Source: an optimization exercise on an open RTL-to-GDS flow (aim: small area). Production flows keep margins and buffers that such runs may drop.
Function was checked by simulation only, so behaviour that the tests miss may differ from the original.
Power and IR drop assume default switching activity.

--- design/flow/design.v ---
`default_nettype none
package pmp_pkg;
  typedef enum logic [1:0] {
    CSR_RW = 2'd0,
    CSR_RS = 2'd1,
    CSR_RC = 2'd2
  } csr_op_t;
  typedef enum logic [1:0] {
    OFF   = 2'd0,
    TOR   = 2'd1,
    NA4   = 2'd2,
    NAPOT = 2'd3
  } pmp_mode_t;
  typedef struct packed {
    logic      lock;
    logic [1:0] rsvd;
    pmp_mode_t mode;
    logic      x;
    logic      w;
    logic      r;
  } pmp_cfg_t;
  typedef logic [32-1:0] pmpcfg_word_t;
endpackage
`default_nettype wire
`timescale 1ns/1ps
`default_nettype none
module pmp_unit (
  input  logic                   clk,
  input  logic                   rst_n,
  input  logic                   csr_req,
  input  logic [12-1:0] csr_addr,
  input  pmp_pkg::csr_op_t       csr_op,
  input  logic [32-1:0]       csr_wdata,
  output logic                   csr_ack,
  output logic [32-1:0]       csr_rdata,
  output logic                   csr_invalid,
  input  logic                   lookup_valid,
  input  logic [34-1:0]   lookup_addr,
  output logic                   result_valid,
  output logic                   result_match,
  output logic [3-1:0]  result_index,
  output logic [2:0]             result_perm
);
  logic [31:0]     mscratch_q;
  logic [63:0]     cfg_q;           
  logic [255:0]    addr_q;          
  logic            ms_v;
  logic [1:0]      cfg_v;
  logic [7:0]      addr_v;
  logic [1:0] op;
  assign op = csr_op;
  logic start, op_ok, hi_ok, is_misa, is_ms, is_cfg, is_addr, bad;
  logic [1:0] sel_cfg;
  logic [7:0] sel_addr;
  assign start   = csr_req & ~csr_ack;
  assign op_ok   = ~(op[1] & op[0]);
  assign hi_ok   = (csr_addr[11:8] == 4'h3);
  assign is_misa = hi_ok & (csr_addr[7:0] == 8'h01);
  assign is_ms   = hi_ok & (csr_addr[7:0] == 8'h40);
  assign is_cfg  = hi_ok & (csr_addr[7:1] == 7'b1010_000);
  assign is_addr = hi_ok & (csr_addr[7:3] == 5'b1011_0);
  assign bad     = ~op_ok | ~(is_misa | is_ms | is_cfg | is_addr);
  always_comb begin
    for (int j = 0; j < 2; j++) sel_cfg[j] = is_cfg & (csr_addr[0] == j[0]);
    for (int i = 0; i < 8; i++) sel_addr[i] = is_addr & (csr_addr[2:0] == i[2:0]);
  end
  logic [31:0] old_val, new_val;
  always_comb begin
    old_val = {32{is_misa & op_ok}} & 32'h4014_1100;
    old_val = old_val | ({32{is_ms & ms_v & op_ok}} & mscratch_q);
    for (int j = 0; j < 2; j++)
      old_val = old_val | ({32{sel_cfg[j] & cfg_v[j] & op_ok}} & cfg_q[32*j +: 32]);
    for (int i = 0; i < 8; i++)
      old_val = old_val | ({32{sel_addr[i] & addr_v[i] & op_ok}} & addr_q[32*i +: 32]);
  end
  logic [31:0] keep, set;
  assign keep = op[1] ? ~csr_wdata : {32{op[0]}};
  assign set  = op[1] ? 32'h0 : csr_wdata;
  assign new_val = (old_val & keep) | set;
  logic wr;
  assign wr = start & op_ok;
  always_ff @(posedge clk) begin
    if (wr & is_ms) mscratch_q <= new_val;
    for (int j = 0; j < 2; j++)
      if (wr & sel_cfg[j]) cfg_q[32*j +: 32] <= new_val;
    for (int i = 0; i < 8; i++)
      if (wr & sel_addr[i]) addr_q[32*i +: 32] <= new_val;
  end
  always_ff @(posedge clk or negedge rst_n) begin
    if (!rst_n) begin
      ms_v   <= 1'b0;
      cfg_v  <= '0;
      addr_v <= '0;
    end else begin
      if (wr & is_ms) ms_v <= 1'b1;
      for (int j = 0; j < 2; j++)
        if (wr & sel_cfg[j]) cfg_v[j] <= 1'b1;
      for (int i = 0; i < 8; i++)
        if (wr & sel_addr[i]) addr_v[i] <= 1'b1;
    end
  end
  always_ff @(posedge clk or negedge rst_n) begin
    if (!rst_n) csr_ack <= 1'b0;
    else        csr_ack <= csr_req;
  end
  always_ff @(posedge clk) begin
    if (!csr_ack) begin
      csr_rdata   <= old_val;
      csr_invalid <= bad;
    end
  end
  logic [31:0] w;
  assign w = lookup_addr[33:2];
  logic z1, z0;
  assign z1 = ~|w[31:1];
  assign z0 = z1 & ~w[0];
  logic [7:0] lt, eqm, hit;
  logic [23:0] perm;
  for (genvar i = 0; i < 8; i++) begin : g_ent
    logic [31:0] a;
    logic [7:0]  c;
    logic        cv, napot;
    assign a     = addr_q[32*i +: 32];
    assign c     = cfg_q[8*i +: 8];
    assign cv    = cfg_v[i/4];
    assign napot = c[4] & c[3];
    assign perm[3*i +: 3] = c[2:0];
    logic [31:0] g0, e0;
    logic [15:0] g1, e1;
    logic [7:0]  g2, e2;
    logic [3:0]  g3, e3;
    logic [1:0]  g4, e4;
    logic        g5;
    assign g0 = a & ~w;
    assign e0 = ~(a ^ w);
    for (genvar k = 0; k < 16; k++) begin : l1
      assign g1[k] = g0[2*k+1] | (e0[2*k+1] & g0[2*k]);
      assign e1[k] = e0[2*k+1] & e0[2*k];
    end
    for (genvar k = 0; k < 8; k++) begin : l2
      assign g2[k] = g1[2*k+1] | (e1[2*k+1] & g1[2*k]);
      assign e2[k] = e1[2*k+1] & e1[2*k];
    end
    for (genvar k = 0; k < 4; k++) begin : l3
      assign g3[k] = g2[2*k+1] | (e2[2*k+1] & g2[2*k]);
      assign e3[k] = e2[2*k+1] & e2[2*k];
    end
    for (genvar k = 0; k < 2; k++) begin : l4
      assign g4[k] = g3[2*k+1] | (e3[2*k+1] & g3[2*k]);
      assign e4[k] = e3[2*k+1] & e3[2*k];
    end
    assign g5 = g4[1] | (e4[1] & g4[0]);
    assign lt[i] = addr_v[i] & g5;
    logic [15:0] ap1, f1;
    logic [7:0]  ap2, f2;
    logic [3:0]  ap3, f3;
    logic [1:0]  ap4, f4;
    logic        f5;
    for (genvar k = 0; k < 16; k++) begin : n1
      assign ap1[k] = a[2*k] & a[2*k+1];
      assign f1[k]  = e0[2*k+1] | a[2*k];
    end
    for (genvar k = 0; k < 8; k++) begin : n2
      assign ap2[k] = ap1[2*k] & ap1[2*k+1];
      assign f2[k]  = f1[2*k] & (e1[2*k+1] | (ap1[2*k] & f1[2*k+1]));
    end
    for (genvar k = 0; k < 4; k++) begin : n3
      assign ap3[k] = ap2[2*k] & ap2[2*k+1];
      assign f3[k]  = f2[2*k] & (e2[2*k+1] | (ap2[2*k] & f2[2*k+1]));
    end
    for (genvar k = 0; k < 2; k++) begin : n4
      assign ap4[k] = ap3[2*k] & ap3[2*k+1];
      assign f4[k]  = f3[2*k] & (e3[2*k+1] | (ap3[2*k] & f3[2*k+1]));
    end
    assign f5 = f4[0] & (e4[1] | (ap4[0] & f4[1]));
    assign eqm[i] = addr_v[i] ? (napot ? f5 : (e4[1] & e4[0])) : (c[3] ? z1 : z0);
    logic tor;
    if (i == 0) begin : g_t0
      assign tor = lt[0];
    end else begin : g_tn
      assign tor = lt[i] & ~lt[i-1];
    end
    always_comb begin
      case (c[4:3])
        2'd1:    hit[i] = cv & tor;
        2'd2,
        2'd3:    hit[i] = cv & eqm[i];
        default: hit[i] = 1'b0;
      endcase
    end
  end
  logic       any_hit;
  logic [2:0] hit_idx;
  logic [2:0] hit_perm;
  always_comb begin
    any_hit  = 1'b0;
    hit_idx  = '0;
    hit_perm = '0;
    for (int i = 7; i >= 0; i--) begin
      if (hit[i]) begin
        any_hit  = 1'b1;
        hit_idx  = i[2:0];
        hit_perm = perm[3*i +: 3];
      end
    end
  end
  logic       s1_valid, s1_match;
  logic [2:0] s1_idx, s1_perm;
  always_ff @(posedge clk or negedge rst_n) begin
    if (!rst_n) begin
      s1_valid     <= 1'b0;
      result_valid <= 1'b0;
    end else begin
      s1_valid     <= lookup_valid;
      result_valid <= s1_valid;
    end
  end
  always_ff @(posedge clk) begin
    s1_match     <= any_hit;
    s1_idx       <= hit_idx;
    s1_perm      <= hit_perm;
    result_match <= s1_match;
    result_index <= s1_idx;
    result_perm  <= s1_perm;
  end
endmodule
`default_nettype wire
--- design/flow/flow/run.sh ---
#!/bin/bash
# The standard layout with these changes:
#  - synthesis maps logic with an area-oriented ABC script (flow/area.abc) instead of
#    ORFS's speed script; everything else in synthesis is the standard flow's own script
#  - ports are buffered with buf_2 rather than the default buffer cell
#  - CTS inserts no dummy loads
set -euo pipefail
here=$(pwd)
export BUFFER_PORTS_ARGS="-buffer_cell sky130_fd_sc_hd__buf_2"
export CTS_ARGS="-sink_clustering_enable -repair_clock_nets -dont_use_dummy_load -buf_list sky130_fd_sc_hd__clkbuf_8 -sink_clustering_size 20"
export AREA_ABC_SCRIPT="$here/flow/area.abc"
# The standard flow's synthesis script with abc's script swapped
{ echo "proc abc {args} { set i [lsearch -exact \$args -script]; if {\$i >= 0} { lset args [expr {\$i + 1}] \$::env(AREA_ABC_SCRIPT) }; yosys abc {*}\$args }"; cat synth_recipe.tcl; } > synth_area.tcl
sed "s#SYNTH_SCRIPT=[^ ]*#SYNTH_SCRIPT=$here/synth_area.tcl#" standard.sh > standard_area.sh
grep -q "SYNTH_SCRIPT=$here/synth_area.tcl" standard_area.sh
bash standard_area.sh > make_finish.log 2>&1
--- design/flow/flow/area.abc ---
&get -n
&st
&dch
&nf
&st
&syn2
&if -g -K 6
&synch2
&nf
&st
&syn2
&if -g -K 6
&synch2
&nf
&st
&dch -f
&nf -R 30
&put
topo
stime -c
--- design/flow/standard.sh ---
#!/bin/bash
# synth_recipe.tcl (not shown) runs the flow's synth.tcl, then flattens the netlist and writes it again
# the make line also repeats each setting of config.mk as NAME=value (left out here)
make -C /OpenROAD-flow-scripts/flow DESIGN_CONFIG=/design/flow/config.mk WORK_HOME=/design/flow/orfs CLKGATE_MAP_FILE= SYNTH_SCRIPT=/design/flow/synth_recipe.tcl "${@:-finish}"
--- design/flow/config.mk ---
export PLATFORM = sky130hd
export DESIGN_NAME = pmp_unit
export DESIGN_NICKNAME = pmp_unit
export VERILOG_FILES = /design/flow/design.v
export SDC_FILE = /design/flow/constraint.sdc
export NUM_CORES = 4
export LEC_CHECK = 0
export CAP_MARGIN = 20
export CORE_MARGIN = 2
export CORE_UTILIZATION = 50
export GPL_TIMING_DRIVEN = 0
export SETUP_SLACK_MARGIN = 0.25
export SLEW_MARGIN = 20
--- design/flow/constraint.sdc ---
create_clock -name core_clock -period 4.0 [get_ports {clk}]
set_input_delay 0.8000 -clock core_clock [delete_from_list [all_inputs] [get_ports {clk}]]
set_output_delay 0.8000 -clock core_clock [all_outputs]
set_load 0.01 [all_outputs]
==> results of run 1 <==
==> per-stage QoR <==
stage / hold WS [ns] / power (mW) / util (%)
6_report: 0.07942 / 8.584 / 58.80
5_1_grt: 0.07068 / 8.808 / 58.79
4_1_cts: 0.06471 / 8.552 / 58.23
3_5_place_dp: 0.3157 / 5.432 / 55.38
3_3_place_gp: 0.3162 / 5.399 / 53.38
2_1_floorplan: 0.3096 / 5.172 / -
==> cell families after synthesis <==
kind of cell,after synthesis
AOI/OAI and AO/OA,614
and+or+nand+nor,564
DFF,413
adders and majority gates,256
buffers and inverters,49
==> flip-flops by register name (all words and copies together) (netlist names) <==
signal and cells:
result_match 1, result_perm 3, cfg_q 64, addr_v 8, csr_rdata 32, s1_valid 1
result_index 3, cfg_v 2, addr_q 256, mscratch_q 32, s1_match 1, ms_v 1
csr_ack 1, s1_perm 3, result_valid 1, csr_invalid 1, s1_idx 3
==> placed cells by master (no fill, tap or decap), types with 10 or more instances in the layout <==
| cell type | n |
|---|---|
| a31oi_1 | 23 |
| buf_4 | 13 |
| clkinv_2 | 25 |
| nor2_1 | 93 |
| clkinv_1 | 15 |
| o21ai_0 | 94 |
| and3_1 | 22 |
| a222oi_1 | 58 |
| a221oi_1 | 36 |
| buf_16 | 16 |
| or2_0 | 12 |
| o22ai_1 | 20 |
| nand3_1 | 40 |
| dfxtp_1 | 14 |
| dfrtp_1 | 14 |
| a22o_1 | 61 |
| nand4_1 | 109 |
| a221o_1 | 10 |
| buf_2 | 123 |
| clkbuf_8 | 71 |
| nor3_1 | 26 |
| ha_1 | 252 |
| nand2_1 | 154 |
| nor4_1 | 15 |
| a21o_1 | 21 |
| buf_12 | 13 |
| a211oi_1 | 14 |
| o221ai_1 | 10 |
| edfxtp_1 | 385 |
| a22oi_1 | 21 |
| a21oi_1 | 160 |
==> power groups by stage <==
stage | combinational, mW | clock, mW | sequential (mW)
3_5_place_dp | 0.609 | 0 | 4.82
5_1_grt | 0.710 | 3.36 | 4.73
4_1_cts | 0.628 | 3.19 | 4.74
6_report | 0.658 | 3.19 | 4.74
3_3_place_gp | 0.575 | 0 | 4.82
2_1_floorplan | 0.342 | 0 | 4.83
==> what timing repair did <==
| item | in CTS | in global routing |
|---|---|---|
| pin swaps | 5 | 12 |
| buffers inserted | 5 | 8 |
| setup endpoints to repair | 180 | 53 |
| resized for setup | 77 | 41 |
| cloned | 1 | 0 |
| hold buffers | 0 | 0 |
==> routing by layer <==
metal / part of all wire (%) / vias up
met3: 13 / 320
met1: 39 / 10020
met4: 5.7 / 2
met2: 42 / 1579
met5: 0.012 / -
li1: - / 8411
==> final cells by class <==
cell class / count / area (µm²)
fillers: 3676 / 18580
flip-flops and latches: 413 / 12190
multi-input cells: 1435 / 10840
repair buffers: 171 / 1500
clock buffers: 71 / 977.2
well taps: 600 / 750.7
inverters: 49 / 245.2
diodes: 2 / 5.005
==> worst max-delay path: stages <==
cell and delay [ns]:
buf_2 0.22, nor2_1 0.35, nand3_1 0.20, nor4_4 0.59
and3_4 0.66, a22oi_1 0.25, o21ai_0 0.13, a21oi_1 0.11
nand4_1 0.21, a22o_1 0.58
==> how the worst max path moves through the flow <==
| stage | from | end |
|---|---|---|
| 2_1_floorplan | lookup_addr[5] | s1_perm[0] |
| 3_5_place_dp | lookup_addr[33] | s1_perm[0] |
| 3_3_place_gp | csr_addr[3] | addr_q[10] |
| 5_1_grt | addr_q[107] | s1_perm[2] |
| 6_report | csr_addr[0] | addr_q[132] |
| 4_1_cts | lookup_addr[5] | s1_perm[0] |
==> impl_metrics.py, run 1 <==
metrics = {
    "status": {
        "status": "timing/DRC/antenna clean",
    },
    "timing": {
        "slew_violations": 0,
        "tns_ns": 0,
        "setup_viol": 0,
        "period_minus_slack_ns": 3.808,
        "layout_setup_ws_ns": 0.1917,
        "worst-slew-pin-transition_ns": 1.156,
        "rsz0062_at_grt": "yes",
        "fin_skew_ns": 0.05475,
        "fin_crit_sh_pct": 95.21,
        "finalHoldViolCount": 0,
        "max_slew_margin_pct": 22.33,
        "fmax_mhz": 262.6,
    },
    "synthesis": {
        "yosys.area.top_type": "edfxtp_1",
        "synth_compound_area_share_pct": 18.73,
        "synthMuxAreaShare_pct": 0,
        "dominantRegCellSynth": "edfxtp_1",
        "synth.most_common_cell": "edfxtp_1",
        "avgSynthCellArea_um2": 11.96,
        "ys_ff_latch": 413,
        "synth_fa_ha_area_share_pct": 14.12,
        "synthTopCellsByCount": "edfxtp_1 (385), ha_1 (256), a21oi_1 (164)",
        "syn-num-nets": 2236,
        "synth_cells": 1896,
        "seq_area_frac_synth_pct": 53.75,
        "synth_top_family_by_area": "compound AO/OA/AOI/OAI gates",
        "async_flop_share_pct": 3.390,
        "synth.area.top_cells": "edfxtp_1 (51%), ha_1 (14%), a21oi_1 (3.6%), nand4_1 (3.0%), a222oi_1 (2.6%)",
        "ys_types": 55,
        "netlist_area_um2": 22680,
        "yosys_warnings": 1,
        "synth_top_cell_area_share_pct": 50.97,
        "synth_xor_area_share_pct": 0,
        "synth_edf_count": 385,
        "synthSimpleGateAreaFrac_pct": 12.59,
    },
    "pwr": {
        "internal_power_mw": 6.510,
        "swShare_pct": 24.16,
        "clkPwrFrac_pct": 37.2,
        "seqPwrFrac_pct": 55.2,
        "switching_power_mw": 2.074,
        "power_leakage_nw": 9.906,
        "combPwrFrac_pct": 7.7,
        "irDropWorstVdd_v": 0.0002744,
        "p_per_area_nw_per_um2": 323.8,
    },
    "cells_and_area": {
        "synthToLayoutAreaGrowth_pct": 16.89,
        "final_cells": 2741,
        "final_area_um2": 26510,
        "final_nets": 2481,
        "drive_above_1_share_pct": 16.32,
    },
    "critical_path": {
        "crit_type": "in -> reg",
        "end_kind": "flop",
        "cp.required_ns": 4.34,
        "arrival_ns": 4.15,
        "rrSetupSlack_ns": 0.25,
        "r2r-start": "addr_q[71]",
        "worstPathMaxFanout": 16,
        "crit_path_start_kind": "input pin",
        "r2r_cells": 14,
        "regToRegEndpoint": "s1_perm[1]",
    },
    "floorplan": {
        "placeableCoreArea_um2": 45090,
        "io_pins": 126,
        "die_h_um": 217.0,
        "die-area_um2": 47080,
        "start_util_pct": 50.31,
        "rows": 78,
        "die_w_um": 217.0,
    },
    "placement": {
        "post-dp-hpwl_um": 71200,
        "place.gp.congestion": 1.039,
        "dp_cells": 2654,
        "io_buffers": 123,
        "place_ws_ns": -2.151,
        "placed_area_um2": 24970,
    },
    "clocking": {
        "cts_tree": "built",
        "htree_levels": 3,
        "clk_pin_slew_worst_paths_ns": 0.06,
        "clock_sinks": 413,
        "clk_latency_ns": 0.67,
        "cts_root_buffer": "clkbuf_8",
        "cts_buffer_depth": 3,
        "cts_made_buffers": 71,
    },
    "global_route": {
        "antenna_found_initial": 3,
        "grt_pass1_vias": 19080,
        "met2_usage_pct": 59.35,
        "overflow": 0,
        "grt_pass1_wl_um": 136200,
        "grt_use_met1_pct": 56.83,
        "grt_most_used_layer": "met2",
        "grtUsageTotal_pct": 41.07,
        "grt_start_max_net_pins": 33,
        "grt.met3_usage_pct": 11.29,
    },
    "route": {
        "routedWlPerCell_um": 35.61,
        "detail_route.first_pass.iterations": 8,
        "drt_wl_total_um": 97600,
        "drcViolationCount": 0,
        "drtIter0Drc": 3102,
        "postRouteAntennaNets": 0,
        "vias": 20330,
        "via_per_inst": 7.418,
    },
    "flow_run": {
        "max_cap_viol_count": 0,
    },
    "hold_path": {
        "holdCritPathClass": "in -> async",
    },
}
==> run 2: changes to the inputs <==
--- a/design/flow/design.v
+++ b/design/flow/design.v
@@ -189,20 +189,29 @@
       endcase
     end
   end
+  logic [3:0] h1;
+  logic [3:0] i1;
+  logic [11:0] p1;
+  logic [1:0] h2;
+  logic [3:0] i2;
+  logic [5:0] p2;
   logic       any_hit;
   logic [2:0] hit_idx;
   logic [2:0] hit_perm;
   always_comb begin
-    any_hit  = 1'b0;
-    hit_idx  = '0;
-    hit_perm = '0;
-    for (int i = 7; i >= 0; i--) begin
-      if (hit[i]) begin
-        any_hit  = 1'b1;
-        hit_idx  = i[2:0];
-        hit_perm = perm[3*i +: 3];
-      end
-    end
+    for (int k = 0; k < 4; k++) begin
+      h1[k] = hit[2*k] | hit[2*k+1];
+      i1[k] = ~hit[2*k] & hit[2*k+1];
+      p1[3*k +: 3] = hit[2*k] ? perm[6*k +: 3] : (hit[2*k+1] ? perm[6*k+3 +: 3] : 3'b0);
+    end
+    for (int k = 0; k < 2; k++) begin
+      h2[k] = h1[2*k] | h1[2*k+1];
+      i2[2*k +: 2] = h1[2*k] ? {1'b0, i1[2*k]} : {h1[2*k+1], i1[2*k+1]};
+      p2[3*k +: 3] = h1[2*k] ? p1[6*k +: 3] : p1[6*k+3 +: 3];
+    end
+    any_hit  = h2[0] | h2[1];
+    hit_idx  = h2[0] ? {1'b0, i2[1:0]} : {h2[1], i2[3:2]};
+    hit_perm = h2[0] ? p2[2:0] : p2[5:3];
   end
   logic       s1_valid, s1_match;
   logic [2:0] s1_idx, s1_perm;
--- a/design/flow/flow/area.abc
+++ b/design/flow/flow/area.abc
@@ -16,5 +16,7 @@
 &dch -f
 &nf -R 30
 &put
+buffer -c
 topo
 stime -c
+dnsize -c
==> run 2 against run 1 <==
  * Combinational power grew 18%
  * Area after synthesis increased by 0.75%
  * Die area is 0.74% higher
  * Core utilization grew 1.9 points
  * Synthesized cell count grew 1.7%
  * Register-to-register slack worse by 0.12 ns
  * Largest cell class unchanged
  * Largest power group unchanged
==> impl_metrics.py, run 2 <==
metrics = {
    "status": {
        "status": "timing/DRC/antenna clean",
    },
    "cells_and_area": {
        "final_cell_mix": "edfxtp_1 (385), ha_1 (241), a21oi_1 (146)",
        "drive_above_1_share_pct": 22.56,
        "top_register": "addr_q",
        "largest_reg_flops": 256,
        "final_nets": 2580,
        "layout_commonest_cell": "edfxtp_1",
        "top_regs": "addr_q x256, cfg_q x64",
        "final_util_pct": 60.67,
        "synthToLayoutAreaGrowth_pct": 20.22,
    },
    "critical_path": {
        "crit_type": "in -> reg",
        "crit_path_start_kind": "input pin",
        "end_kind": "flop",
        "r2r_cells": 15,
        "rrSetupSlack_ns": 0.13,
        "worstPathMaxFanout": 7,
        "cp.required_ns": 4.51,
        "arrival_ns": 4.42,
        "r2r-start": "addr_q[106]",
        "regToRegEndpoint": "s1_perm[1]",
        "cp-startpoint": "lookup_addr[21]",
    },
    "floorplan": {
        "start_util_pct": 50.46,
        "die-area_um2": 47430,
        "placeableCoreArea_um2": 45280,
        "rows": 78,
        "die_h_um": 217.8,
        "io_pins": 126,
        "die_w_um": 217.8,
    },
    "clocking": {
        "cts_made_buffers": 73,
        "clk_latency_ns": 0.67,
        "cts_buffer_depth": 3,
        "cts_root_buffer": "clkbuf_8",
        "cts_hold_buffers": 0,
        "cts_tree": "built",
        "clock_sinks": 413,
        "clk_pin_slew_worst_paths_ns": 0.06,
        "htree_levels": 3,
    },
    "pwr": {
        "p_per_area_nw_per_um2": 320.5,
        "irDropWorstVdd_v": 0.0003136,
        "p_total_mw": 8.806,
        "power_leakage_nw": 10.37,
    },
    "synthesis": {
        "synth_fa_ha_area_share_pct": 14.02,
        "ys_ff_latch": 413,
        "avgSynthCellArea_um2": 11.85,
        "netlist_area_um2": 22850,
        "synth_compound_area_share_pct": 19.61,
        "yosys_warnings": 1,
        "async_flop_share_pct": 3.390,
        "synth.most_common_cell": "edfxtp_1",
        "synth_top_family_by_area": "compound AO/OA/AOI/OAI gates",
        "synth_top_cell_area_share_pct": 50.59,
        "syn-num-nets": 2269,
        "synth_xor_area_share_pct": 0.03833,
        "synthMuxAreaShare_pct": 0.2300,
        "yosys.area.top_type": "edfxtp_1",
        "synthSimpleGateAreaFrac_pct": 11.33,
        "synthTopCellsByCount": "edfxtp_1 (385), ha_1 (256), a21oi_1 (150)",
        "synth.area.top_cells": "edfxtp_1 (51%), ha_1 (14%), a21oi_1 (3.3%), nand4_1 (2.8%), a22oi_1 (2.6%)",
        "dominantRegCellSynth": "edfxtp_1",
        "seq_area_frac_synth_pct": 53.35,
        "synth_edf_count": 385,
        "ys_types": 63,
        "synth_cells": 1929,
    },
    "route": {
        "drtIter0Drc": 3680,
        "routedWlPerCell_um": 36.69,
        "via_per_inst": 7.371,
        "detail_route.first_pass.iterations": 7,
        "drcViolationCount": 0,
        "drt_wl_total_um": 104200,
        "postRouteAntennaNets": 0,
        "vias": 20930,
    },
    "timing": {
        "fin_crit_sh_pct": 97.57,
        "hold_ws_ns": 0.03888,
        "period_minus_slack_ns": 3.903,
        "fin_skew_ns": 0.05919,
        "finalHoldViolCount": 0,
        "slew_violations": 0,
        "worst-slew-pin-transition_ns": 1.255,
        "rsz0062_at_grt": "yes",
        "setup_viol": 0,
        "fmax_mhz": 256.2,
        "max_slew_margin_pct": 16.04,
    },
    "global_route": {
        "grt_start_max_net_pins": 22,
        "grt_pass1_vias": 19390,
        "grt_pass1_wl_um": 142600,
        "antenna_found_initial": 5,
        "overflow": 0,
        "grtUsageTotal_pct": 43.49,
    },
    "placement": {
        "post-dp-hpwl_um": 75310,
        "place.gp.congestion": 1.036,
        "io_buffers": 123,
    },
    "hold_path": {
        "holdCritPathClass": "in -> async",
    },
    "flow_run": {
        "max_cap_viol_count": 0,
    },
}
[run 2: worst max-delay path by stage]
stage | end | slack (ns)
5_1_grt | s1_perm[1] | 0.07
3_3_place_gp | addr_q[48] | -1.90
6_report | s1_perm[1] | 0.1
2_1_floorplan | addr_q[64] | 0.22
4_1_cts | s1_perm[1] | 0.21
3_5_place_dp | addr_q[48] | -1.94
[run 2: timing repair]
action	in CTS	in global routing
setup buffers	54	39
pin swaps	19	19
setup endpoints to repair	389	282
resized for setup	125	88
[run 2: cells by family (layout without fill, tap and decap cells)]
group | count (synthesis) | in the layout
AOI/OAI and AO/OA | 645 | 645
xor gates and xnor gates | 1 | 1
adders and majority gates | 256 | 256
buffers and inverters | 87 | 396
DFF | 413 | 413
muxes | 5 | 5
other | 0 | 2
and+or+nand+nor | 522 | 522
[run 2: worst max-delay path: stages]
cell        delay, ns
buf_2            0.11
clkinvlp_4       0.18
buf_12           0.21
ha_4             0.28
a22o_1           0.13
o21ai_0          0.13
nor4_4           0.50
nand4_1          0.40
a221oi_4         0.50
o2111ai_1        0.15
a21o_1           0.32
mux2_2           0.31
a221o_1          0.37
[run 2: per-layer routing]
metal / routed length [µm] / global-route usage (%)
met5: 39 / 0
met2: 43250 / 61.97
met1: 39380 / 58.60
met3: 15230 / 15.12
met4: 6286 / 22.34
[run 2: final cells by class]
type	count	area, µm²
Timing Repair Buffer	236	1864
Tap cell	600	750.7
Antenna cell	2	5.005
Buffer	46	242.7
Sequential cell	413	12190
Fill cell	3708	17810
Clock buffer	73	1005
Inverter	41	244.0
Multi-Input combinational cell	1429	11170
[run 2: power breakdown]
part	switching, mW	internal [mW]	leakage, nW	total (mW)
combinational	0.494	0.282	5.80	0.776
clock	1.68	1.61	0.525	3.29
sequential	0.00512	4.74	4.05	4.74
[run 2: through the flow]
stage	setup slack [ns]	instances	setup TNS, ns	cell area (µm²)
after global placement	-1.896	2652	-1119.75	24290
after detailed placement	-1.944	2672	-580.76	24830
after floorplan	0.2213	1929	0	22920
final	0.09724	2840	0	27470
after CTS	0.2077	2799	0	26790
after global routing	0.06947	2838	0	27470
==> run 3: changes to the inputs <==
==> design/flow/flow/area.abc (replaced) <==
&get -n
&st
&dch
&nf
&st
&syn2
&if -g -K 6
&synch2
&nf
&st
&syn2
&if -g -K 6
&synch2
&nf
&st
&dch -f
&nf -R 30
&put
topo
stime -c
--- a/design/flow/config.mk
+++ b/design/flow/config.mk
@@ -9,5 +9,5 @@
 export CORE_MARGIN = 2
 export CORE_UTILIZATION = 50
 export GPL_TIMING_DRIVEN = 0
-export SETUP_SLACK_MARGIN = 0.25
+export SETUP_SLACK_MARGIN = 0.4
 export SLEW_MARGIN = 20
==> run 3 against run 2 <==
  * Synthesized cell count fell by 2.4%
  * Worst setup slack better by 0.14 ns
  * Die area is 0.74% lower
  * Power fell by 2.2%
  * Cell count down 2.4%
  * Sequential cell count stayed put
  * Clock skew is 0.0013 ns higher
  * Area after synthesis decreased by 0.76%
  * Routed wire length shrank 11%
  * Via count decreased by 4.2%
  * Global-route usage shrank 4.3 points
  * Critical endpoint unchanged
==> impl_metrics.py, run 3 <==
metrics = {
    "critical_path": {
        "cp.required_ns": 4.48,
        "crit_type": "reg -> reg",
        "path_cells": "ha_1, and3_4, a221oi_2, nand2_1, a221oi_2, o21ai_1, a41oi_2, nor2b_4, o31a_1, or4_4, buf_4, nand3_1, o21ai_1, a221o_1",
        "crit_path_start_kind": "flop",
        "worstPathMaxFanout": 5,
        "arrival_ns": 4.25,
        "cpPeakStageDelay_ns": 0.45,
        "cp-startpoint": "addr_q[105]",
        "end_kind": "flop",
        "critPathSlowestCell": "or4_4",
        "r2r-start": "addr_q[105]",
    },
    "cells_and_area": {
        "final_area_um2": 27390,
        "top_regs": "addr_q x256, cfg_q x64",
        "final_cells": 2773,
        "top_register": "addr_q",
        "synthToLayoutAreaGrowth_pct": 20.79,
        "largest_reg_flops": 256,
        "drive_above_1_share_pct": 20.22,
        "layout_commonest_cell": "edfxtp_1",
        "final_nets": 2513,
        "final_cell_mix": "edfxtp_1 (385), ha_1 (237), a21oi_1 (144)",
    },
    "pwr": {
        "irDropWorstVdd_v": 0.0003693,
        "p_per_area_nw_per_um2": 314.4,
        "power_leakage_nw": 10.18,
    },
    "global_route": {
        "grt_pass1_wl_um": 130900,
        "grt_pass1_vias": 18670,
        "grtUsageTotal_pct": 39.16,
        "grt_start_max_net_pins": 24,
        "overflow": 0,
        "antenna_found_initial": 4,
    },
    "synthesis": {
        "synthSimpleGateAreaFrac_pct": 11.41,
        "synth_compound_area_share_pct": 19.76,
        "netlist_area_um2": 22680,
        "synth_edf_count": 385,
        "synth_top_cell_area_share_pct": 50.98,
        "seq_area_frac_synth_pct": 53.76,
        "syn-num-nets": 2223,
        "synth.most_common_cell": "edfxtp_1",
        "synth_top_family_by_area": "compound AO/OA/AOI/OAI gates",
        "synth_xor_area_share_pct": 0.03862,
        "synthTopCellsByCount": "edfxtp_1 (385), ha_1 (256), a21oi_1 (150)",
        "synth.area.top_cells": "edfxtp_1 (51%), ha_1 (14%), a21oi_1 (3.3%), nand4_1 (2.9%), a22oi_1 (2.6%)",
        "synth_fa_ha_area_share_pct": 14.12,
        "dominantRegCellSynth": "edfxtp_1",
        "async_flop_share_pct": 3.390,
        "synthMuxAreaShare_pct": 0.2317,
        "ys_ff_latch": 413,
        "ys_types": 60,
        "avgSynthCellArea_um2": 12.04,
        "synth_cells": 1883,
        "yosys.area.top_type": "edfxtp_1",
        "yosys_warnings": 1,
    },
    "timing": {
        "worst-slew-pin-transition_ns": 0.8323,
        "setup_viol": 0,
        "layout_setup_ws_ns": 0.2375,
        "finalHoldViolCount": 0,
        "period_minus_slack_ns": 3.763,
        "fmax_mhz": 265.8,
        "rsz0062_at_grt": "yes",
        "slew_violations": 0,
        "fin_skew_ns": 0.06050,
        "fin_crit_sh_pct": 94.06,
        "max_slew_margin_pct": 43.08,
    },
    "clocking": {
        "cts_made_buffers": 71,
        "clock_sinks": 413,
        "cts_tree": "built",
        "cts_root_buffer": "clkbuf_8",
        "clk_latency_ns": 0.68,
        "cts_buffer_depth": 3,
        "htree_levels": 3,
        "clk_pin_slew_worst_paths_ns": 0.06,
    },
    "floorplan": {
        "rows": 78,
        "start_util_pct": 50.30,
        "placeableCoreArea_um2": 45090,
        "die-area_um2": 47080,
        "die_h_um": 217.0,
        "io_pins": 126,
        "die_w_um": 217.0,
    },
    "flow_run": {
        "max_cap_viol_count": 0,
    },
    "route": {
        "drt_wl_total_um": 93230,
        "via_per_inst": 7.233,
        "vias": 20060,
        "drtIter0Drc": 3370,
        "drcViolationCount": 0,
        "routedWlPerCell_um": 33.62,
        "detail_route.first_pass.iterations": 9,
        "postRouteAntennaNets": 0,
    },
    "placement": {
        "place.gp.congestion": 0.9547,
        "placed_area_um2": 25260,
        "post-dp-hpwl_um": 69110,
        "place_ws_ns": -1.584,
        "io_buffers": 123,
        "dp_cells": 2642,
    },
    "status": {
        "status": "timing/DRC/antenna clean",
    },
    "hold_path": {
        "holdCritPathClass": "in -> async",
    },
}
## run 3: cell types whose count changed in the layout (fill, tap and decap cells not counted), sizes merged
cell | previous run | this run
dlymetal6s2s | 0 | 1
clkinvlp | 24 | 1
clkbuf | 116 | 71
inv | 17 | 3
buf | 239 | 216
clkinv | 0 | 37
## run 3: kinds of logic after synthesis
family / after synthesis
compound gates: 645
xor+xnor: 1
fa+ha+maj: 256
buf+inv: 41
flops: 413
mux: 5
simple gates: 522
## run 3: repair_timing
item,CTS,global route
resized for setup,94,46
setup buffers,22,35
setup endpoints to repair,7,205
pin swaps,23,36
hold buffers,0,0
## run 3: routing by layer
metal	part of all wire [%]	vias up	global-route usage (%)	routed length, µm
met4	4.7	2	15.89	4399
met3	13	251	10.26	12030
met5	0.013	-	0	12
met1	40	9900	55.37	36920
li1	-	8469	-	-
met2	43	1434	57.38	39870
## run 3: final cells by class
type                    count  area [µm²]
flip-flops and latches    413       12190
well taps                 600       750.7
multi-input cells        1429       11240
repair buffers            217        1984
fillers                  3618       17690
inverters                  41       244.0
diodes                      2       5.005
clock buffers              71       977.2
## run 3: metrics by stage
| step | setup TNS (ns) | util (%) | total power [mW] | hold WS [ns] |
|---|---|---|---|---|
| 3_5_place_dp | -24.76 | 56.02 | 5.469 | 0.3143 |
| 2_1_floorplan | 0 | - | 5.198 | 0.3096 |
| 3_3_place_gp | -1488.36 | 53.72 | 5.433 | 0.3146 |
| 6_report | 0 | 60.76 | 8.614 | 0.03801 |
| 4_1_cts | 0 | 59.49 | 8.590 | 0.003988 |
| 5_1_grt | 0 | 60.74 | 8.863 | 0.02722 |
## run 3: worst paths after layout
path                                    to  slack, ns  depth (start not counted)
setup reg to reg                s1_perm[1]       0.24                         14
setup / recovery                s1_perm[1]       0.24                         14
hold reg to reg            result_index[1]       0.33                          0
max in group asynchronous        addr_v[3]       3.67                          1
min in group core_clock           s1_valid       0.25                          1
hold / removal                     csr_ack       0.04                          1
## run 3: report_power, final
group          switching (mW)  internal (mW)  total (mW)
sequential            0.00595           4.74        4.75
clock                    1.61           1.56        3.17
combinational           0.457          0.236       0.693
## run 3: worst max-delay path, delay by kind of cell, from the launching register on
kind | cells | cell delay [ns]
AOI/OAI and AO/OA | 7 | 1.70
and+or+nand+nor | 5 | 0.97
DFF | 1 | 0.41
buffers and inverters | 1 | 0.16
adders and majority gates | 1 | 0.31
==> run 4: changes to the inputs <==
--- a/design/flow/flow/run.sh
+++ b/design/flow/flow/run.sh
@@ -6,7 +6,7 @@
 #  - CTS inserts no dummy loads
 set -euo pipefail
 here=$(pwd)
-export BUFFER_PORTS_ARGS="-buffer_cell sky130_fd_sc_hd__buf_2"
+export BUFFER_PORTS_ARGS="-buffer_cell sky130_fd_sc_hd__buf_1"
 export CTS_ARGS="-sink_clustering_enable -repair_clock_nets -dont_use_dummy_load -buf_list sky130_fd_sc_hd__clkbuf_8 -sink_clustering_size 20"
 export AREA_ABC_SCRIPT="$here/flow/area.abc"
 # The standard flow's synthesis script with abc's script swapped
--- a/design/flow/config.mk
+++ b/design/flow/config.mk
@@ -7,7 +7,7 @@
 export LEC_CHECK = 0
 export CAP_MARGIN = 20
 export CORE_MARGIN = 2
-export CORE_UTILIZATION = 50
+export CORE_UTILIZATION = 65
 export GPL_TIMING_DRIVEN = 0
-export SETUP_SLACK_MARGIN = 0.4
+export SETUP_SLACK_MARGIN = 0.25
 export SLEW_MARGIN = 20
==> run 4 against run 3 <==
  * Clock skew is 0.011 ns lower
  * Critical path type is now in -> reg
  * Sequential share of layout area is 1.5 points higher
  * Still clean
  * Largest power group unchanged
  * Highest routed layer unchanged
  * Critical path depth stayed put
  * Worst setup slack worse by 0.063 ns
  * Largest cell class unchanged
  * Area after synthesis stayed put
  * Critical endpoint is now s1_perm[2]
  * First-iteration DRC count hardly changed
  * Core utilization is 16 points higher
==> impl_metrics.py, run 4 <==
metrics = {
    "status": {
        "status": "timing/DRC/antenna clean",
    },
    "cells_and_area": {
        "final_nets": 2491,
        "layout_commonest_cell": "edfxtp_1",
        "synthToLayoutAreaGrowth_pct": 16.85,
        "largest_reg_flops": 256,
        "top_regs": "addr_q x256, cfg_q x64",
        "final_cell_mix": "edfxtp_1 (385), ha_1 (247), a21oi_1 (147)",
        "drive_above_1_share_pct": 12.66,
        "top_register": "addr_q",
    },
    "synthesis": {
        "ys_ff_latch": 413,
        "async_flop_share_pct": 3.390,
        "synthTopCellsByCount": "edfxtp_1 (385), ha_1 (256), a21oi_1 (150)",
        "yosys_warnings": 1,
        "dominantRegCellSynth": "edfxtp_1",
        "syn-num-nets": 2223,
        "synth.area.top_cells": "edfxtp_1 (51%), ha_1 (14%), a21oi_1 (3.3%), nand4_1 (2.9%), a22oi_1 (2.6%)",
        "synth_top_cell_area_share_pct": 50.98,
        "netlist_area_um2": 22680,
        "synth_cells": 1883,
        "synth_edf_count": 385,
        "yosys.area.top_type": "edfxtp_1",
        "avgSynthCellArea_um2": 12.04,
        "seq_area_frac_synth_pct": 53.76,
        "ys_types": 60,
        "synth.most_common_cell": "edfxtp_1",
    },
    "floorplan": {
        "placeableCoreArea_um2": 34460,
        "io_pins": 126,
        "die_w_um": 190.8,
        "die_h_um": 190.8,
        "start_util_pct": 65.82,
        "rows": 68,
        "die-area_um2": 36400,
    },
    "critical_path": {
        "cp.required_ns": 4.45,
        "crit_path_start_kind": "input pin",
        "end_kind": "flop",
        "crit_type": "in -> reg",
        "worstPathMaxFanout": 8,
        "rrSetupSlack_ns": 0.20,
        "arrival_ns": 4.27,
    },
    "global_route": {
        "grt_start_max_net_pins": 33,
        "grt.met3_usage_pct": 18.59,
        "overflow": 0,
        "antenna_found_initial": 6,
        "grt_pass1_wl_um": 124200,
        "grt_pass1_vias": 19260,
        "met2_usage_pct": 70.22,
        "grt_use_met1_pct": 62.09,
        "grtUsageTotal_pct": 48.01,
        "grt_most_used_layer": "met2",
    },
    "timing": {
        "rsz0062_at_grt": "yes",
        "layout_setup_ws_ns": 0.1745,
        "worst-slew-pin-transition_ns": 1.270,
        "fin_crit_sh_pct": 95.64,
        "tns_ns": 0,
        "setup_viol": 0,
        "max_slew_margin_pct": 13.13,
        "fmax_mhz": 261.4,
        "fin_skew_ns": 0.04935,
        "slew_violations": 0,
        "finalHoldViolCount": 0,
        "period_minus_slack_ns": 3.826,
    },
    "route": {
        "drcViolationCount": 0,
        "drtIter0Drc": 3371,
        "via_per_inst": 7.829,
        "postRouteAntennaNets": 0,
        "detail_route.first_pass.iterations": 9,
        "routedWlPerCell_um": 33.85,
        "drt_wl_total_um": 88240,
        "vias": 20410,
    },
    "clocking": {
        "htree_levels": 3,
        "clk_latency_ns": 0.64,
        "cts_buffer_depth": 3,
        "clock_sinks": 413,
        "cts_root_buffer": "clkbuf_8",
        "cts_tree": "built",
        "clk_pin_slew_worst_paths_ns": 0.06,
        "cts_made_buffers": 68,
        "cts_hold_buffers": 0,
    },
    "pwr": {
        "irDropWorstVdd_v": 0.0003713,
        "power_leakage_nw": 9.623,
        "p_per_area_nw_per_um2": 322.9,
    },
    "placement": {
        "place.gp.congestion": 1.039,
        "place_ws_ns": -1.485,
        "post-dp-hpwl_um": 63540,
        "io_buffers": 123,
    },
    "flow_run": {
        "max_cap_viol_count": 0,
    },
    "hold_path": {
        "holdCritPathClass": "in -> reg",
    },
}
==> run 4: cell types whose count changed in the layout (fill, tap and decap cells not counted), moves of 10 or more <==
cell      delta
buf_2      -118
buf_1      +116
clkinv_2    -10
ha_1        +10
inv_4       +10
==> run 4: worst paths after layout <==
path / cells past startpoint / start / endpoint
setup / recovery: 14 / lookup_addr[3] / s1_perm[2]
hold / removal: 1 / csr_req / csr_ack
setup reg to reg: 11 / cfg_q[19] / s1_perm[2]
hold reg to reg: 0 / s1_idx[2] / result_index[2]
max in group asynchronous: 1 / rst_n / s1_valid
min in group asynchronous: 1 / rst_n / addr_v[2]
==> run 4: timing repair <==
item,in CTS,in global routing
gates resized for setup,83,59
buffers inserted,23,23
pin swaps,10,13
setup endpoints to repair,7,62
==> run 4: per-stage QoR <==
stage	utilization, %	cells	power [mW]	cell area, µm²	hold WS [ns]
final	76.91	2607	8.557	26500	0.3094
after global routing	76.88	2604	8.707	26490	0.3087
after CTS	75.60	2581	8.440	26050	0.2971
after detailed placement	71.55	2490	5.433	24650	0.3128
after global placement	69.03	2461	5.393	23790	0.3130
after floorplan	-	1883	5.193	22760	0.3096
==> run 4: logic make-up (layout without fill, tap and decap cells) <==
group,after synthesis,after routing,share of synthesized area [%]
buf+inv,41,307,0.6786
flops,413,413,53.76
other cells,0,3,0
simple gates,522,522,11.41
compound gates,645,645,19.76
fa+ha+maj,256,256,14.12
mux,5,5,0.2317
xor+xnor,1,1,0.03863
==> run 4: layout make-up <==
cell class	instances	area, µm²
Antenna cell	3	7.507
Clock buffer	68	935.9
Fill cell	2166	7958
Inverter	41	256.5
Multi-Input combinational cell	1429	10980
Sequential cell	413	12190
Tap cell	455	569.3
Timing Repair Buffer	198	1556
==> run 4: metal layers <==
layer  part of all wire, %  vias to the layer above
li1                      -                     8432
met1                    34                     9586
met2                    42                     1954
met3                    18                      433
met4                   6.3                        6
met5                 0.042                        -
==> run 4: power breakdown <==
group / internal, mW / switching, mW / leakage [nW]
Clock: 1.50 / 1.61 / 0.489
Sequential: 4.74 / 0.00673 / 4.05
Combinational: 0.232 / 0.464 / 5.08
==> run 4: critical path, cell delays in order <==
cell and delay (ns):
buf_1 0.17, clkinv_2 0.23, ha_1 0.39, o21ai_0 0.09
or3_1 0.39, a2111oi_1 0.45, a21oi_1 0.26, nor3_2 0.43
nor2_1 0.13, o21ai_4 0.14, mux2_1 0.38, o221a_1 0.21
nor2_1 0.11, a31oi_2 0.08
==> run 5: changes to the inputs <==
--- a/design/flow/design.v
+++ b/design/flow/design.v
@@ -115,7 +115,6 @@
   assign z1 = ~|w[31:1];
   assign z0 = z1 & ~w[0];
   logic [7:0] lt, eqm, hit;
-  logic [23:0] perm;
   for (genvar i = 0; i < 8; i++) begin : g_ent
     logic [31:0] a;
     logic [7:0]  c;
@@ -124,7 +123,6 @@
     assign c     = cfg_q[8*i +: 8];
     assign cv    = cfg_v[i/4];
     assign napot = c[4] & c[3];
-    assign perm[3*i +: 3] = c[2:0];
     logic [31:0] g0, e0;
     logic [15:0] g1, e1;
     logic [7:0]  g2, e2;
@@ -191,30 +189,25 @@
   end
   logic [3:0] h1;
   logic [3:0] i1;
-  logic [11:0] p1;
   logic [1:0] h2;
   logic [3:0] i2;
-  logic [5:0] p2;
   logic       any_hit;
   logic [2:0] hit_idx;
-  logic [2:0] hit_perm;
   always_comb begin
     for (int k = 0; k < 4; k++) begin
       h1[k] = hit[2*k] | hit[2*k+1];
       i1[k] = ~hit[2*k] & hit[2*k+1];
-      p1[3*k +: 3] = hit[2*k] ? perm[6*k +: 3] : (hit[2*k+1] ? perm[6*k+3 +: 3] : 3'b0);
     end
     for (int k = 0; k < 2; k++) begin
       h2[k] = h1[2*k] | h1[2*k+1];
       i2[2*k +: 2] = h1[2*k] ? {1'b0, i1[2*k]} : {h1[2*k+1], i1[2*k+1]};
-      p2[3*k +: 3] = h1[2*k] ? p1[6*k +: 3] : p1[6*k+3 +: 3];
-    end
-    any_hit  = h2[0] | h2[1];
-    hit_idx  = h2[0] ? {1'b0, i2[1:0]} : {h2[1], i2[3:2]};
-    hit_perm = h2[0] ? p2[2:0] : p2[5:3];
+    end
+    any_hit = h2[0] | h2[1];
+    hit_idx = h2[0] ? {1'b0, i2[1:0]} : {h2[1], i2[3:2]};
   end
   logic       s1_valid, s1_match;
-  logic [2:0] s1_idx, s1_perm;
+  logic [2:0] s1_idx;
+  logic [1:0] s1_cfgw;
   always_ff @(posedge clk or negedge rst_n) begin
     if (!rst_n) begin
       s1_valid     <= 1'b0;
@@ -224,13 +217,19 @@
       result_valid <= s1_valid;
     end
   end
+  logic [31:0] perm_word;
+  logic [2:0]  s2_perm;
+  always_comb begin
+    perm_word = s1_cfgw[s1_idx[2]] ? csr_rdata : cfg_q[32*s1_idx[2] +: 32];
+    s2_perm   = perm_word[8*s1_idx[1:0] +: 3] & {3{s1_match}};
+  end
   always_ff @(posedge clk) begin
     s1_match     <= any_hit;
     s1_idx       <= hit_idx;
-    s1_perm      <= hit_perm;
+    s1_cfgw      <= {wr & sel_cfg[1], wr & sel_cfg[0]};
     result_match <= s1_match;
     result_index <= s1_idx;
-    result_perm  <= s1_perm;
+    result_perm  <= s2_perm;
   end
 endmodule
 `default_nettype wire
--- a/design/flow/flow/run.sh
+++ b/design/flow/flow/run.sh
@@ -6,7 +6,7 @@
 #  - CTS inserts no dummy loads
 set -euo pipefail
 here=$(pwd)
-export BUFFER_PORTS_ARGS="-buffer_cell sky130_fd_sc_hd__buf_1"
+export BUFFER_PORTS_ARGS="-buffer_cell sky130_fd_sc_hd__buf_2"
 export CTS_ARGS="-sink_clustering_enable -repair_clock_nets -dont_use_dummy_load -buf_list sky130_fd_sc_hd__clkbuf_8 -sink_clustering_size 20"
 export AREA_ABC_SCRIPT="$here/flow/area.abc"
 # The standard flow's synthesis script with abc's script swapped
--- a/design/flow/config.mk
+++ b/design/flow/config.mk
@@ -7,7 +7,7 @@
 export LEC_CHECK = 0
 export CAP_MARGIN = 20
 export CORE_MARGIN = 2
-export CORE_UTILIZATION = 65
+export CORE_UTILIZATION = 50
 export GPL_TIMING_DRIVEN = 0
 export SETUP_SLACK_MARGIN = 0.25
 export SLEW_MARGIN = 20
==> run 5 against run 4 <==
  * Routed wire length up 8.7%
  * Maximum frequency increased by 0.70%
  * Cell count rose by 4.4%
  * Global-route usage down 7.6 points
  * Largest power group unchanged
  * Design area decreased by 0.12%
  * Sequential cell count shrank 1
  * Critical endpoint is now s1_idx[0]
  * Area after synthesis up 0.77%
  * Sequential power about the same
==> impl_metrics.py, run 5 <==
metrics = {
    "synthesis": {
        "dominantRegCellSynth": "edfxtp_1",
        "synth.area.top_cells": "edfxtp_1 (51%), ha_1 (14%), a21oi_1 (3.6%), nand4_1 (2.8%), a22oi_1 (2.3%)",
        "yosys_warnings": 1,
        "async_flop_share_pct": 3.398,
        "ys_types": 60,
        "synth_top_cell_area_share_pct": 50.59,
        "avgSynthCellArea_um2": 12.16,
        "synth_edf_count": 385,
        "synth.most_common_cell": "edfxtp_1",
        "yosys.area.top_type": "edfxtp_1",
        "syn-num-nets": 2220,
        "synth_cells": 1880,
        "netlist_area_um2": 22850,
        "ys_ff_latch": 412,
        "synthTopCellsByCount": "edfxtp_1 (385), ha_1 (256), a21oi_1 (163)",
        "seq_area_frac_synth_pct": 53.26,
    },
    "timing": {
        "rsz0062_at_grt": "yes",
        "worst-slew-pin-transition_ns": 1.127,
        "setup_viol": 0,
        "finalHoldViolCount": 0,
        "period_minus_slack_ns": 3.799,
        "slew_violations": 0,
        "fmax_mhz": 263.2,
        "fin_crit_sh_pct": 94.97,
        "fin_skew_ns": 0.08336,
        "max_slew_margin_pct": 24.31,
    },
    "placement": {
        "place.gp.congestion": 1.006,
        "io_buffers": 123,
        "placed_area_um2": 25210,
        "post-dp-hpwl_um": 71540,
    },
    "critical_path": {
        "critPathSlowestCell": "ha_1",
        "end_kind": "flop",
        "crit_path_start_kind": "input pin",
        "crit_type": "in -> reg",
        "worstPathMaxFanout": 8,
        "cpPeakStageDelay_ns": 0.41,
        "arrival_ns": 4.32,
        "cp.required_ns": 4.52,
        "path_cells": "buf_2, clkinv_1, ha_1, nand4_1, nor2_1, nand4_1, nor3_4, a21boi_0, o21ai_0, nor4b_1, o21ai_1, a21boi_0, nor3b_1, a211oi_1",
    },
    "pwr": {
        "irDropWorstVdd_v": 0.0003524,
        "combPwrFrac_pct": 7.7,
        "switching_power_mw": 2.014,
        "power_leakage_nw": 9.739,
        "clkPwrFrac_pct": 36.7,
        "p_total_mw": 8.522,
        "p_per_area_nw_per_um2": 322.0,
        "seqPwrFrac_pct": 55.6,
        "swShare_pct": 23.63,
        "internal_power_mw": 6.508,
    },
    "route": {
        "dr_wl_met3_um": 13140,
        "drt_wl_total_um": 95930,
        "routedWlPerCell_um": 35.24,
        "detail_route.first_pass.iterations": 8,
        "wl_met1_um": 39580,
        "drcViolationCount": 0,
        "wl_met2_um": 39370,
        "vias": 19930,
        "top_layer": "met4",
        "via_per_inst": 7.320,
        "drtIter0Drc": 3055,
        "postRouteAntennaNets": 0,
    },
    "clocking": {
        "cts_made_buffers": 71,
        "htree_levels": 3,
        "cts_buffer_depth": 3,
        "clock_sinks": 412,
        "cts_root_buffer": "clkbuf_8",
        "clk_pin_slew_worst_paths_ns": 0.06,
        "cts_tree": "built",
        "clk_latency_ns": 0.67,
    },
    "flow_run": {
        "max_cap_viol_count": 0,
    },
    "floorplan": {
        "placeableCoreArea_um2": 45280,
        "start_util_pct": 50.47,
        "die-area_um2": 47430,
        "rows": 78,
        "io_pins": 126,
        "die_h_um": 217.8,
        "die_w_um": 217.8,
    },
    "cells_and_area": {
        "top_register": "addr_q",
        "final_nets": 2463,
        "layout_commonest_cell": "edfxtp_1",
        "synthToLayoutAreaGrowth_pct": 15.81,
        "largest_reg_flops": 256,
        "drive_above_1_share_pct": 14.33,
        "top_regs": "addr_q x256, cfg_q x64",
        "final_cell_mix": "edfxtp_1 (385), ha_1 (255), a21oi_1 (163)",
        "final_area_um2": 26470,
    },
    "global_route": {
        "grtUsageTotal_pct": 40.42,
        "grt_start_max_net_pins": 21,
        "grt_pass1_vias": 18710,
        "antenna_found_initial": 0,
        "overflow": 0,
        "grt_pass1_wl_um": 134300,
    },
    "hold_path": {
        "holdCritPathClass": "in -> reg",
    },
    "status": {
        "status": "timing/DRC/antenna clean",
    },
}
## run 5: metal layers
layer | vias up | track usage, %
met5 | - | 0
met3 | 200 | 10.47
met1 | 9848 | 59.41
met4 | 0 | 16.03
met2 | 1499 | 56.88
li1 | 8378 | -
## run 5: final cells by class
class | instances | area [µm²]
fillers | 3704 | 18820
clock buffers | 71 | 977.2
well taps | 600 | 750.7
diodes | 1 | 2.502
multi-input cells | 1425 | 10780
repair buffers | 169 | 1577
flip-flops and latches | 412 | 12170
inverters | 44 | 205.2
## run 5: logic make-up (layout without fill, tap and decap cells)
| logic type | after synthesis | after routing | synth area share [%] |
|---|---|---|---|
| mux | 16 | 16 | 1.226 |
| fa+ha+maj | 256 | 256 | 14.02 |
| simple gates | 515 | 516 | 11.31 |
| other cells | 0 | 1 | 0 |
| compound gates | 636 | 636 | 19.43 |
| buf+inv | 44 | 284 | 0.7227 |
| xor+xnor | 1 | 1 | 0.03833 |
| flops | 412 | 412 | 53.26 |
## run 5: power groups by stage
stage	registers, mW	clock network (mW)	logic [mW]
CTS	4.74	3.15	0.628
global placement	4.83	0	0.587
detailed placement	4.83	0	0.621
floorplan	4.83	0	0.346
global route	4.74	3.30	0.706
finish	4.74	3.13	0.654
## run 5: metrics by stage
| step | worst slack [ns] | util [%] | instances | TNS, ns | hold WS [ns] |
|---|---|---|---|---|---|
| floorplan | 0.1359 | - | 1880 | 0 | 0.3312 |
| global placement | -2.641 | 53.52 | 2603 | -1446.47 | 0.3419 |
| detailed placement | -1.256 | 55.67 | 2640 | -188.78 | 0.3443 |
| CTS | 0.2704 | 58.17 | 2717 | 0 | 0.2220 |
| global route | 0.1068 | 58.44 | 2721 | 0 | 0.2358 |
| finish | 0.2011 | 58.45 | 2722 | 0 | 0.2527 |
## run 5: worst paths after layout
| check | start | endpoint | slack [ns] | cells past startpoint |
|---|---|---|---|---|
| worst min register to register | s1_valid | result_valid | 0.36 | 0 |
| worst max register to register | addr_q[149] | s1_idx[0] | 0.32 | 11 |
| max in group asynchronous | rst_n | addr_v[3] | 3.13 | 2 |
| worst max-delay path | lookup_addr[30] | s1_idx[0] | 0.20 | 14 |
| worst min-delay path | lookup_valid | s1_valid | 0.25 | 1 |
| min in group asynchronous | rst_n | cfg_v[0] | 0.58 | 2 |
## run 5: worst max-delay path: cells and delay by family
family                   cells  cell delay (ns)
AND/OR/NAND/NOR              6             1.72
buffers and inverters        2             0.48
AO/OA/AOI/OAI                5             0.91
adder cells (fa/ha/maj)      1             0.41
## run 5: what timing repair did
action	4_1_cts	5_1_grt
setup buffers	4	4
gates cloned	1	0
pin swaps	3	2
setup endpoints to repair	269	37
resized for setup	21	18
hold buffers	1	0
endpoints found under the hold margin	4	0
==> run 6: changes to the inputs <==
--- a/design/flow/flow/run.sh
+++ b/design/flow/flow/run.sh
@@ -3,7 +3,7 @@
 #  - synthesis maps logic with an area-oriented ABC script (flow/area.abc) instead of
 #    ORFS's speed script; everything else in synthesis is the standard flow's own script
 #  - ports are buffered with buf_2 rather than the default buffer cell
-#  - CTS inserts no dummy loads
+#  - CTS uses clkbuf_8 leaf clusters of up to 20 sinks and inserts no dummy loads
 set -euo pipefail
 here=$(pwd)
 export BUFFER_PORTS_ARGS="-buffer_cell sky130_fd_sc_hd__buf_2"
==> run 6 against run 5 <==
  * Power stayed put
  * Global-route usage stayed put
  * Area after synthesis stayed put
  * Via count stayed put
  * Count of clock-buffer cells in the layout stayed put
  * Critical path depth stayed put
  * Critical endpoint unchanged
==> impl_metrics.py, run 6 <==
metrics = {
    "status": {
        "status": "timing/DRC/antenna clean",
    },
    "global_route": {
        "grt_pass1_wl_um": 134300,
        "overflow": 0,
        "antenna_found_initial": 0,
        "grt_pass1_vias": 18710,
        "grt_start_max_net_pins": 21,
        "grtUsageTotal_pct": 40.42,
    },
    "critical_path": {
        "r2r_cells": 11,
        "cp.required_ns": 4.52,
        "worstPathMaxFanout": 8,
        "crit_path_start_kind": "input pin",
        "cp-startpoint": "lookup_addr[30]",
        "r2r-start": "addr_q[149]",
        "arrival_ns": 4.32,
        "end_kind": "flop",
        "crit_type": "in -> reg",
    },
    "synthesis": {
        "seq_area_frac_synth_pct": 53.26,
        "synth_fa_ha_area_share_pct": 14.02,
        "synth.most_common_cell": "edfxtp_1",
        "netlist_area_um2": 22850,
        "synth.area.top_cells": "edfxtp_1 (51%), ha_1 (14%), a21oi_1 (3.6%), nand4_1 (2.8%), a22oi_1 (2.3%)",
        "synth_top_family_by_area": "compound AO/OA/AOI/OAI gates",
        "yosys_warnings": 1,
        "synthMuxAreaShare_pct": 1.226,
        "synth_top_cell_area_share_pct": 50.59,
        "synth_xor_area_share_pct": 0.03832,
        "syn-num-nets": 2220,
        "synth_compound_area_share_pct": 19.43,
        "async_flop_share_pct": 3.398,
        "dominantRegCellSynth": "edfxtp_1",
        "synth_edf_count": 385,
        "ys_ff_latch": 412,
        "synthSimpleGateAreaFrac_pct": 11.31,
        "avgSynthCellArea_um2": 12.16,
        "synth_cells": 1880,
        "ys_types": 60,
        "yosys.area.top_type": "edfxtp_1",
        "synthTopCellsByCount": "edfxtp_1 (385), ha_1 (256), a21oi_1 (163)",
    },
    "clocking": {
        "clk_latency_ns": 0.67,
        "clock_sinks": 412,
        "cts_root_buffer": "clkbuf_8",
        "cts_tree": "built",
        "cts_made_buffers": 71,
        "htree_levels": 3,
        "cts_buffer_depth": 3,
        "clk_pin_slew_worst_paths_ns": 0.06,
    },
    "cells_and_area": {
        "final_util_pct": 58.45,
        "final_cell_mix": "edfxtp_1 (385), ha_1 (255), a21oi_1 (163)",
        "register_area_um2": 12170,
        "largest_reg_flops": 256,
        "top_regs": "addr_q x256, cfg_q x64",
        "final_nets": 2463,
        "multi_input_area_um2": 10780,
        "top_register": "addr_q",
        "synthToLayoutAreaGrowth_pct": 15.81,
        "nFillCells": 3704,
        "layout_commonest_cell": "edfxtp_1",
        "drive_above_1_share_pct": 14.33,
    },
    "floorplan": {
        "io_pins": 126,
        "die-area_um2": 47430,
        "start_util_pct": 50.47,
        "placeableCoreArea_um2": 45280,
        "die_h_um": 217.8,
        "rows": 78,
        "die_w_um": 217.8,
    },
    "flow_run": {
        "max_cap_viol_count": 0,
    },
    "route": {
        "drt_wl_total_um": 95930,
        "detail_route.first_pass.iterations": 8,
        "vias": 19930,
        "postRouteAntennaNets": 0,
        "routedWlPerCell_um": 35.24,
        "drtIter0Drc": 3055,
        "via_per_inst": 7.320,
        "drcViolationCount": 0,
    },
    "timing": {
        "rsz0062_at_grt": "yes",
        "worst-slew-pin-transition_ns": 1.127,
        "slew_violations": 0,
        "setup_viol": 0,
        "fmax_mhz": 263.2,
        "fin_crit_sh_pct": 94.97,
        "fin_skew_ns": 0.08336,
        "period_minus_slack_ns": 3.799,
        "max_slew_margin_pct": 24.31,
        "hold_ws_ns": 0.2527,
        "finalHoldViolCount": 0,
        "tns_ns": 0,
    },
    "pwr": {
        "irDropWorstVdd_v": 0.0003524,
        "p_per_area_nw_per_um2": 322.0,
        "power_leakage_nw": 9.739,
    },
    "hold_path": {
        "holdCritPathClass": "in -> reg",
        "min-delay-start": "lookup_valid",
        "holdPathStages": 1,
    },
    "placement": {
        "post-dp-hpwl_um": 71540,
        "io_buffers": 123,
        "place.gp.congestion": 1.006,
    },
}
==> run 6: area by class of cell <==
cell class / count / share of cell area [%]
timing repair buffer: 169 / 5.956
clock buffer: 71 / 3.692
multi-input combinational: 1425 / 40.74
sequential: 412 / 45.99
antenna: 1 / 0.009454
inverter: 44 / 0.7753
tap: 600 / 2.836
==> run 6: worst paths after layout <==
| check | endpoint | slack (ns) |
|---|---|---|
| setup / recovery | s1_idx[0] | 0.20 |
| hold / removal | s1_valid | 0.25 |
| setup reg to reg | s1_idx[0] | 0.32 |
| hold reg to reg | result_valid | 0.36 |
| max in group asynchronous | addr_v[3] | 3.13 |
| min in group asynchronous | cfg_v[0] | 0.58 |
==> run 6: cells by family (layout without fill, tap and decap cells) <==
family,Yosys count,in the layout
buffers and inverters,44,284
XOR/XNOR,1,1
AO/OA/AOI/OAI,636,636
flip-flops,412,412
multiplexers,16,16
AND/OR/NAND/NOR,515,516
adder cells (fa/ha/maj),256,256
other,0,1
==> run 6: stage by stage <==
| stage | setup slack (ns) | cell area (µm²) | total power [mW] | std cells |
|---|---|---|---|---|
| 2_1_floorplan | 0.1359 | 22870 | 5.181 | 1880 |
| 3_3_place_gp | -2.641 | 24240 | 5.414 | 2603 |
| 3_5_place_dp | -1.256 | 25210 | 5.447 | 2640 |
| 4_1_cts | 0.2704 | 26340 | 8.524 | 2717 |
| 5_1_grt | 0.1068 | 26470 | 8.745 | 2721 |
| 6_report | 0.2011 | 26470 | 8.522 | 2722 |
==> run 6: report_power, final <==
group	internal (mW)	leakage, nW	switching [mW]
combinational	0.216	5.19	0.438
clock	1.56	0.510	1.57
sequential	4.73	4.04	0.00859
total	6.51	9.74	2.01
==> run 6: critical path: stages <==
cell	delay (ns)
buf_2	0.16
clkinv_1	0.32
ha_1	0.41
nand4_1	0.25
nor2_1	0.28
nand4_1	0.26
nor3_4	0.37
a21boi_0	0.23
o21ai_0	0.21
nor4b_1	0.35
o21ai_1	0.20
a21boi_0	0.17
nor3b_1	0.21
a211oi_1	0.10
==> run 6: per-layer routing <==
layer	share of wire, %	track usage (%)	up-vias
met3	14	10.47	200
met4	4.0	16.03	0
met1	41	59.41	9848
met2	41	56.88	1499
li1	-	-	8378
met5	0	0	-
==> run 6: timing repair <==
action,in CTS,in global routing
gates cloned,1,0
pin swaps,3,2
resized for setup,21,18
endpoints found under the hold margin,4,0
buffers inserted,4,4
hold buffers,1,0
endpoints found under the setup margin,269,37

## static timing again, ports no longer ideal
How much do the figures lean on ideal ports? The routed layouts below were timed once more, with nothing changed but the port constraints. Step 1: set_driving_cell puts a clkbuf_16 on clk and a buf_2 on each other input, an assumption about the parent block. Step 2, shift: input delay + t, output delay - t, t = (earliest + latest rising clock arrival at the registers) / 2. This alone moves slack from input paths to output paths. a / b / c = ideal / step 1 / step 2; a / b = the first two.
run	t, ns	setup slack, ns	worst slew at a driven data input, ns	cell pins on the clock port's net
run 1	0.705	0.192 / 0.232 / -0.473	0.04	1
run 2	0.704	0.097 / 0.126 / -0.578	0.04	1
run 3	0.705	0.237 / 0.237 / -0.421	0.03	1
run 4	0.669	0.174 / 0.199 / -0.461	0.04	1
run 5	0.691	0.201 / 0.229 / -0.462	0.04	1
run 6	0.691	0.201 / 0.229 / -0.462	0.04	1
Met with ideal ports but missed after step 2: setup timing in every run listed. For run 2, which loses most, drivers alone change the setup slack by +0.029 ns; drivers and shift together by -0.675 ns.
